This is an optimization exercise on Yosys and OpenROAD, whose aim is a short achievable clock period and few clock cycles, not a production implementation. Function was checked by simulation only, so behaviour that the tests miss may differ from the original. Power figures rest on the tool's default switching activity, not on a simulated workload.

==> run a <==
## tiny_core
module tiny_core #(
    parameter int PROG_DEPTH = 128,
    parameter int DATA_DEPTH = 256,
    localparam int PW = (PROG_DEPTH > 1) ? $clog2(PROG_DEPTH) : 1
) (
    input  logic          clk,
    input  logic          rst,
    input  logic          prog_we,     
    input  logic [PW-1:0] prog_addr,
    input  logic [8:0]    prog_data,
    input  logic          start,
    output logic          busy,
    output logic          done_pulse,
    input  logic          host_we,     
    input  logic [7:0]    host_addr,
    input  logic [7:0]    host_wdata,
    output logic [7:0]    host_data,
    output logic          wb_valid,    
    output logic [1:0]    wb_reg,
    output logic [7:0]    wb_data,
    output logic          st_valid,    
    output logic [7:0]    st_addr,
    output logic [7:0]    st_data
);
==> module data_memory, before the edit <==
module data_memory (
    input  logic       clk,
    input  logic       we,
    input  logic [7:0] waddr,
    input  logic [7:0] wdata,
    input  logic [7:0] core_addr,
    output logic [7:0] core_rdata,
    input  logic [7:0] host_addr,
    output logic [7:0] host_rdata,
    output logic [7:0] byte0        
);
    logic [7:0] mem_n [256];  
    always_ff @(posedge clk) begin
        if (we) begin
            mem_n[waddr] <= ~wdata;
        end
    end
    assign byte0 = ~mem_n[0];
    logic [2047:0] flat_n;
    for (genvar i = 0; i < 256; i++) begin : g_flat
        assign flat_n[i * 8 +: 8] = mem_n[i];
    end
    logic [7:0] core_n;
    rd_tree #(.W(8), .L(8)) i_core_rd (.sel(core_addr), .d(flat_n), .y(core_n));
    assign core_rdata = ~core_n;
    host_read i_host_rd (.addr(host_addr), .d_n(flat_n), .y(host_rdata));
endmodule
==> module host_read, before the edit <==
module host_read (
    input  logic [7:0]    addr,
    input  logic [2047:0] d_n,    
    output logic [7:0]    y
);
    logic [7:0] grp_n [16];  
    logic [15:0] hot;
    logic [7:0] p [8];
    logic [7:0] q [2];
    for (genvar g = 0; g < 16; g++) begin : g_grp
        rd_tree #(.W(8), .L(4)) i_tree (.sel(addr[3:0]), .d(d_n[g * 128 +: 128]), .y(grp_n[g]));
    end
    dec4 i_dec (.a(addr[7:4]), .y(hot));
    for (genvar k = 0; k < 8; k++) begin : g_pair
        aoi22_w #(.W(8)) i_aoi (.s0(hot[2 * k]), .a0(grp_n[2 * k]),
                                .s1(hot[2 * k + 1]), .a1(grp_n[2 * k + 1]), .y(p[k]));
    end
    nand4_w #(.W(8)) i_nand_lo (.a(p[0]), .b(p[1]), .c(p[2]), .d(p[3]), .y(q[0]));
    nand4_w #(.W(8)) i_nand_hi (.a(p[4]), .b(p[5]), .c(p[6]), .d(p[7]), .y(q[1]));
    nor2_w  #(.W(8)) i_nor     (.a(q[0]), .b(q[1]), .y(y));
endmodule
==> module dec4, before the edit <==
module dec4 (
    input  logic [3:0]  a,
    output logic [15:0] y
);
    always_comb begin
        for (int j = 0; j < 16; j++) begin
            y[j] = a == 4'(j);
        end
    end
endmodule
==> module aoi22_w, before the edit <==
module aoi22_w #(
    parameter int W = 8
) (
    input  logic         s0,
    input  logic [W-1:0] a0,
    input  logic         s1,
    input  logic [W-1:0] a1,
    output logic [W-1:0] y
);
    assign y = ~(({W{s0}} & a0) | ({W{s1}} & a1));
endmodule
==> module nand4_w, before the edit <==
module nand4_w #(
    parameter int W = 8
) (
    input  logic [W-1:0] a, b, c, d,
    output logic [W-1:0] y
);
    assign y = ~(a & b & c & d);
endmodule
==> module nor2_w, before the edit <==
module nor2_w #(
    parameter int W = 8
) (
    input  logic [W-1:0] a, b,
    output logic [W-1:0] y
);
    assign y = ~(a | b);
endmodule
make LEC_CHECK=0 ABC_CLOCK_PERIOD_IN_PS=5500 CAP_MARGIN=50 CELL_PAD_IN_SITES_DETAIL_PLACEMENT=1 CELL_PAD_IN_SITES_GLOBAL_PLACEMENT=2 CORE_MARGIN=2 CORE_UTILIZATION=45 PLACE_DENSITY=0.56 SETUP_SLACK_MARGIN=4.5 SLEW_MARGIN=50 SYNTH_HIERARCHICAL=1 SYNTH_MEMORY_MAX_BITS=65536 SYNTH_MINIMUM_KEEP_SIZE=0 TNS_END_PERCENT=5 finish   # period 10.5 ns
run.sh (not shown) runs the stock make flow with config.mk's settings and CLKGATE_MAP_FILE= SYNTH_SCRIPT=/design/flow/synth_recipe.tcl, a recipe that flattens the netlist after the stock synthesis.
==> run b: changes against run a <==
--- a/flow/design.v
+++ b/flow/design.v
@@ -189,87 +189,27 @@
     input  logic [7:0] wdata,
     input  logic [7:0] core_addr,
     output logic [7:0] core_rdata,
     input  logic [7:0] host_addr,
     output logic [7:0] host_rdata,
     output logic [7:0] byte0        
 );
-    logic [7:0] mem_n [256];  
+    logic [7:0] mem [256];
     always_ff @(posedge clk) begin
         if (we) begin
-            mem_n[waddr] <= ~wdata;
+            mem[waddr] <= wdata;
         end
     end
-    assign byte0 = ~mem_n[0];
-    logic [2047:0] flat_n;
+    assign byte0 = mem[0];
+    logic [2047:0] flat;
     for (genvar i = 0; i < 256; i++) begin : g_flat
-        assign flat_n[i * 8 +: 8] = mem_n[i];
+        assign flat[i * 8 +: 8] = mem[i];
     end
-    logic [7:0] core_n;
-    rd_tree #(.W(8), .L(8)) i_core_rd (.sel(core_addr), .d(flat_n), .y(core_n));
-    assign core_rdata = ~core_n;
-    host_read i_host_rd (.addr(host_addr), .d_n(flat_n), .y(host_rdata));
-endmodule
-module host_read (
-    input  logic [7:0]    addr,
-    input  logic [2047:0] d_n,    
-    output logic [7:0]    y
-);
-    logic [7:0] grp_n [16];  
-    logic [15:0] hot;
-    logic [7:0] p [8];
-    logic [7:0] q [2];
-    for (genvar g = 0; g < 16; g++) begin : g_grp
-        rd_tree #(.W(8), .L(4)) i_tree (.sel(addr[3:0]), .d(d_n[g * 128 +: 128]), .y(grp_n[g]));
-    end
-    dec4 i_dec (.a(addr[7:4]), .y(hot));
-    for (genvar k = 0; k < 8; k++) begin : g_pair
-        aoi22_w #(.W(8)) i_aoi (.s0(hot[2 * k]), .a0(grp_n[2 * k]),
-                                .s1(hot[2 * k + 1]), .a1(grp_n[2 * k + 1]), .y(p[k]));
-    end
-    nand4_w #(.W(8)) i_nand_lo (.a(p[0]), .b(p[1]), .c(p[2]), .d(p[3]), .y(q[0]));
-    nand4_w #(.W(8)) i_nand_hi (.a(p[4]), .b(p[5]), .c(p[6]), .d(p[7]), .y(q[1]));
-    nor2_w  #(.W(8)) i_nor     (.a(q[0]), .b(q[1]), .y(y));
-endmodule
-module dec4 (
-    input  logic [3:0]  a,
-    output logic [15:0] y
-);
-    always_comb begin
-        for (int j = 0; j < 16; j++) begin
-            y[j] = a == 4'(j);
-        end
-    end
-endmodule
-module aoi22_w #(
-    parameter int W = 8
-) (
-    input  logic         s0,
-    input  logic [W-1:0] a0,
-    input  logic         s1,
-    input  logic [W-1:0] a1,
-    output logic [W-1:0] y
-);
-    assign y = ~(({W{s0}} & a0) | ({W{s1}} & a1));
-endmodule
-module nand4_w #(
-    parameter int W = 8
-) (
-    input  logic [W-1:0] a, b, c, d,
-    output logic [W-1:0] y
-);
-    assign y = ~(a & b & c & d);
-endmodule
-module nor2_w #(
-    parameter int W = 8
-) (
-    input  logic [W-1:0] a, b,
-    output logic [W-1:0] y
-);
-    assign y = ~(a | b);
+    rd_tree #(.W(8), .L(8)) i_core_rd (.sel(core_addr), .d(flat), .y(core_rdata));
+    rd_tree #(.W(8), .L(8)) i_host_rd (.sel(host_addr), .d(flat), .y(host_rdata));
 endmodule
 `timescale 1ns/1ns
 module tiny_core #(
     parameter int PROG_DEPTH = 128,
     parameter int DATA_DEPTH = 256,
     localparam int PW = (PROG_DEPTH > 1) ? $clog2(PROG_DEPTH) : 1
 ) (
CORE_UTILIZATION = 50   (was 45)
PLACE_DENSITY = 0.62   (was 0.56)
==> run c: changes against run a <==
--- a/flow/design.v
+++ b/flow/design.v
@@ -104,24 +104,17 @@
     assign eb     = e0[BR] ? e0 : pair ? e2 : e1;
     assign cond   = e0[BR] || fold;
     assign wv     = e0[WR] || (pair && e1[WR]);
     assign ww     = e0[WR] ? e0[8:0] : e1[8:0];
     assign sv     = e0[ST] || (pair && e1[ST]);
     assign sw     = e0[ST] ? e0[8:0] : e1[8:0];
     assign sfirst = e0[ST];
-    logic [6:0] t1_0, t1_1, t1_2, t2_0, t2_1, t2_2;
-    assign t1_0   = e0[15:9] + 7'd1;
-    assign t1_1   = e1[15:9] + 7'd1;
-    assign t1_2   = e2[15:9] + 7'd1;
-    assign t2_0   = e0[15:9] + 7'd2;
-    assign t2_1   = e1[15:9] + 7'd2;
-    assign t2_2   = e2[15:9] + 7'd2;
     assign t      = eb[15:9];
-    assign t1     = e0[BR] ? t1_0 : pair ? t1_2 : t1_1;
-    assign t2     = e0[BR] ? t2_0 : pair ? t2_2 : t2_1;
+    assign t1     = eb[15:9] + 7'd1;
+    assign t2     = eb[15:9] + 7'd2;
     always_comb begin
         if (pair && fold) begin
             n = y2 + 7'd1; n1 = y2 + 7'd2; n2 = y2 + 7'd3;
         end else if (pair || fold) begin
             n = y2; n1 = y2 + 7'd1; n2 = y2 + 7'd2;
         end else begin
             n = y1; n1 = y2; n2 = y2 + 7'd1;
@@ -189,87 +182,27 @@
     input  logic [7:0] wdata,
     input  logic [7:0] core_addr,
     output logic [7:0] core_rdata,
     input  logic [7:0] host_addr,
     output logic [7:0] host_rdata,
     output logic [7:0] byte0        
 );
-    logic [7:0] mem_n [256];  
+    logic [7:0] mem [256];
     always_ff @(posedge clk) begin
         if (we) begin
-            mem_n[waddr] <= ~wdata;
+            mem[waddr] <= wdata;
         end
     end
-    assign byte0 = ~mem_n[0];
-    logic [2047:0] flat_n;
+    assign byte0 = mem[0];
+    logic [2047:0] flat;
     for (genvar i = 0; i < 256; i++) begin : g_flat
-        assign flat_n[i * 8 +: 8] = mem_n[i];
+        assign flat[i * 8 +: 8] = mem[i];
     end
-    logic [7:0] core_n;
-    rd_tree #(.W(8), .L(8)) i_core_rd (.sel(core_addr), .d(flat_n), .y(core_n));
-    assign core_rdata = ~core_n;
-    host_read i_host_rd (.addr(host_addr), .d_n(flat_n), .y(host_rdata));
-endmodule
-module host_read (
-    input  logic [7:0]    addr,
-    input  logic [2047:0] d_n,    
-    output logic [7:0]    y
-);
-    logic [7:0] grp_n [16];  
-    logic [15:0] hot;
-    logic [7:0] p [8];
-    logic [7:0] q [2];
-    for (genvar g = 0; g < 16; g++) begin : g_grp
-        rd_tree #(.W(8), .L(4)) i_tree (.sel(addr[3:0]), .d(d_n[g * 128 +: 128]), .y(grp_n[g]));
-    end
-    dec4 i_dec (.a(addr[7:4]), .y(hot));
-    for (genvar k = 0; k < 8; k++) begin : g_pair
-        aoi22_w #(.W(8)) i_aoi (.s0(hot[2 * k]), .a0(grp_n[2 * k]),
-                                .s1(hot[2 * k + 1]), .a1(grp_n[2 * k + 1]), .y(p[k]));
-    end
-    nand4_w #(.W(8)) i_nand_lo (.a(p[0]), .b(p[1]), .c(p[2]), .d(p[3]), .y(q[0]));
-    nand4_w #(.W(8)) i_nand_hi (.a(p[4]), .b(p[5]), .c(p[6]), .d(p[7]), .y(q[1]));
-    nor2_w  #(.W(8)) i_nor     (.a(q[0]), .b(q[1]), .y(y));
-endmodule
-module dec4 (
-    input  logic [3:0]  a,
-    output logic [15:0] y
-);
-    always_comb begin
-        for (int j = 0; j < 16; j++) begin
-            y[j] = a == 4'(j);
-        end
-    end
-endmodule
-module aoi22_w #(
-    parameter int W = 8
-) (
-    input  logic         s0,
-    input  logic [W-1:0] a0,
-    input  logic         s1,
-    input  logic [W-1:0] a1,
-    output logic [W-1:0] y
-);
-    assign y = ~(({W{s0}} & a0) | ({W{s1}} & a1));
-endmodule
-module nand4_w #(
-    parameter int W = 8
-) (
-    input  logic [W-1:0] a, b, c, d,
-    output logic [W-1:0] y
-);
-    assign y = ~(a & b & c & d);
-endmodule
-module nor2_w #(
-    parameter int W = 8
-) (
-    input  logic [W-1:0] a, b,
-    output logic [W-1:0] y
-);
-    assign y = ~(a | b);
+    rd_tree #(.W(8), .L(8)) i_core_rd (.sel(core_addr), .d(flat), .y(core_rdata));
+    rd_tree #(.W(8), .L(8)) i_host_rd (.sel(host_addr), .d(flat), .y(host_rdata));
 endmodule
 `timescale 1ns/1ns
 module tiny_core #(
     parameter int PROG_DEPTH = 128,
     parameter int DATA_DEPTH = 256,
     localparam int PW = (PROG_DEPTH > 1) ? $clog2(PROG_DEPTH) : 1
 ) (
@@ -328,46 +261,21 @@
         .t(cl_t), .t1(cl_t1), .t2(cl_t2), .n(cl_n), .n1(cl_n1), .n2(cl_n2)
     );
     logic       first_ok;
     logic       cf_done, cf_cond, cf_wv, cf_sv, cf_sfirst;
     logic [8:0] cf_ww, cf_sw;
     logic [6:0] cf_t, cf_t1, cf_t2, cf_n, cf_n1, cf_n2;
     assign first_ok = !cl_done && !cl_sv;
-    logic       cf1_done, cf1_cond, cf1_wv, cf1_sv, cf1_sfirst;
-    logic       cf2_done, cf2_cond, cf2_wv, cf2_sv, cf2_sfirst;
-    logic [8:0] cf1_ww, cf1_sw, cf2_ww, cf2_sw;
-    logic [6:0] cf1_t, cf1_t1, cf1_t2, cf1_n, cf1_n1, cf1_n2;
-    logic [6:0] cf2_t, cf2_t1, cf2_t2, cf2_n, cf2_n1, cf2_n2;
-    control_decoder i_cand_f1 (
-        .y1(7'd2), .y2(7'd3), .e0(pl1), .e1(pl2), .e2(pl3),
-        .isdone(cf1_done), .cond(cf1_cond),
-        .wv(cf1_wv), .ww(cf1_ww), .sv(cf1_sv), .sw(cf1_sw), .sfirst(cf1_sfirst),
-        .t(cf1_t), .t1(cf1_t1), .t2(cf1_t2), .n(cf1_n), .n1(cf1_n1), .n2(cf1_n2)
-    );
-    control_decoder i_cand_f2 (
-        .y1(7'd3), .y2(7'd4), .e0(pl2), .e1(pl3), .e2(pl4),
-        .isdone(cf2_done), .cond(cf2_cond),
-        .wv(cf2_wv), .ww(cf2_ww), .sv(cf2_sv), .sw(cf2_sw), .sfirst(cf2_sfirst),
-        .t(cf2_t), .t1(cf2_t1), .t2(cf2_t2), .n(cf2_n), .n1(cf2_n1), .n2(cf2_n2)
+    control_decoder i_cand_f (
+        .y1(cl_n + 7'd1), .y2(cl_n + 7'd2),
+        .e0(cl_n == 7'd1 ? pl1 : pl2), .e1(cl_n == 7'd1 ? pl2 : pl3), .e2(cl_n == 7'd1 ? pl3 : pl4),
+        .isdone(cf_done), .cond(cf_cond),
+        .wv(cf_wv), .ww(cf_ww), .sv(cf_sv), .sw(cf_sw), .sfirst(cf_sfirst),
+        .t(cf_t), .t1(cf_t1), .t2(cf_t2), .n(cf_n), .n1(cf_n1), .n2(cf_n2)
     );
-    logic one0;
-    assign one0 = cl_n == 7'd1;
-    assign cf_done   = one0 ? cf1_done   : cf2_done;
-    assign cf_cond   = one0 ? cf1_cond   : cf2_cond;
-    assign cf_wv     = one0 ? cf1_wv     : cf2_wv;
-    assign cf_sv     = one0 ? cf1_sv     : cf2_sv;
-    assign cf_sfirst = one0 ? cf1_sfirst : cf2_sfirst;
-    assign cf_ww     = one0 ? cf1_ww     : cf2_ww;
-    assign cf_sw     = one0 ? cf1_sw     : cf2_sw;
-    assign cf_t      = one0 ? cf1_t      : cf2_t;
-    assign cf_t1     = one0 ? cf1_t1     : cf2_t1;
-    assign cf_t2     = one0 ? cf1_t2     : cf2_t2;
-    assign cf_n      = one0 ? cf1_n      : cf2_n;
-    assign cf_n1     = one0 ? cf1_n1     : cf2_n1;
-    assign cf_n2     = one0 ? cf1_n2     : cf2_n2;
     logic [1:0] dest0;
     logic [7:0] result0;
     assign dest0   = (cl_ww[8:7] == 2'b00) ? cl_ww[3:2] : (cl_ww[8:7] == 2'b10) ? 2'd1 : cl_ww[5:4];
     assign result0 = (cl_ww[8:7] == 2'b00) ? 8'd0 :                        
                      (cl_ww[8:7] == 2'b10) ? {cl_ww[6], cl_ww[6:0]} :       
                      (host_we && host_addr == 8'd0) ? host_wdata : mem_byte0;  
     logic [7:0] regs [4];
CELL_PAD_IN_SITES_GLOBAL_PLACEMENT = 1   (was 2)
CORE_UTILIZATION = 60   (was 45)
PLACE_DENSITY = 0.68   (was 0.56)
==> flow_summary.yaml <==
setup_path:
  required_ns: 8.40
outcome:
  status: "timing/DRC/antenna clean"
pwr:
  pg_clk_mw: 20.2
grt:
  grt.busiest_layer: "met2"
final_layout:
  inv_count: 94
  biggestCellCategory: "multi-input gates"
  final_cell_mix: "edfxtp_1 (4675), mux4_2 (3978), mux2i_1 (3905)"
sta:
  relSlewSlack: 0.416
The numbers above come from run b.

==> flow_summary.yaml <==
outcome:
  status: "timing/DRC/antenna clean"
setup_path:
  path_class: "in2out"
  required_ns: 8.40
final_layout:
  inv_count: 117
  final_cell_mix: "edfxtp_1 (4675), mux4_2 (3976), mux2i_1 (3913)"
grt:
  grt_use_met1: 0.527
pwr:
  pg_clk_mw: 20.5
The numbers above come from run a.

==> flow_summary.yaml <==
placed_design:
  dp_hpwl_um: 761000
cts:
  cts_setup_buffers: 243
outcome:
  stop_stage: "clock tree synthesis"
  status: "did not finish"
  firstError: "[ERROR DPL-0033] detailed placement checks failed during check placement."
The numbers above come from run c.

Testbench counts of run a, summed over its fixed seeds: cycles 43,625.
Testbench counts of run b, summed over its fixed seeds: cycles 43,625.
Testbench counts of run c, summed over its fixed seeds: cycles 43,625.

## static timing again, ports no longer ideal
The flow's constraints put no driver on any port. The routed layouts listed below were extracted and timed again, unchanged, in two steps. Step 1 (the two cells are an assumption about what drives the block):
set clk [get_ports {clk}]
set_driving_cell -lib_cell sky130_fd_sc_hd__clkbuf_16 $clk
set_driving_cell -lib_cell sky130_fd_sc_hd__buf_2 [delete_from_list [all_inputs] $clk]
Step 2 adds t to the input delays and takes it off the output delays; t is the mean of the earliest and latest rising clock arrival at the registers after step 1. Input paths then give back, and output paths get back, about the clock's delay inside the block. Three values: no drivers, after step 1, after step 2; two values: the first two.
| run | t (ns) | setup WS [ns] | latest minus earliest clock arrival (ns) | cell pins on the clock port's net |
|---|---|---|---|---|
| run a | 1.269 | 3.321 / 2.839 / 2.637 | 0.096 / 0.096 | 1 |
| run b | 1.278 | 3.423 / 3.062 / 2.950 | 0.109 / 0.109 | 1 |
After both steps setup and hold are still met in every run listed. For run a, which loses most, drivers alone change the setup slack by -0.482 ns; drivers and shift together by -0.684 ns.
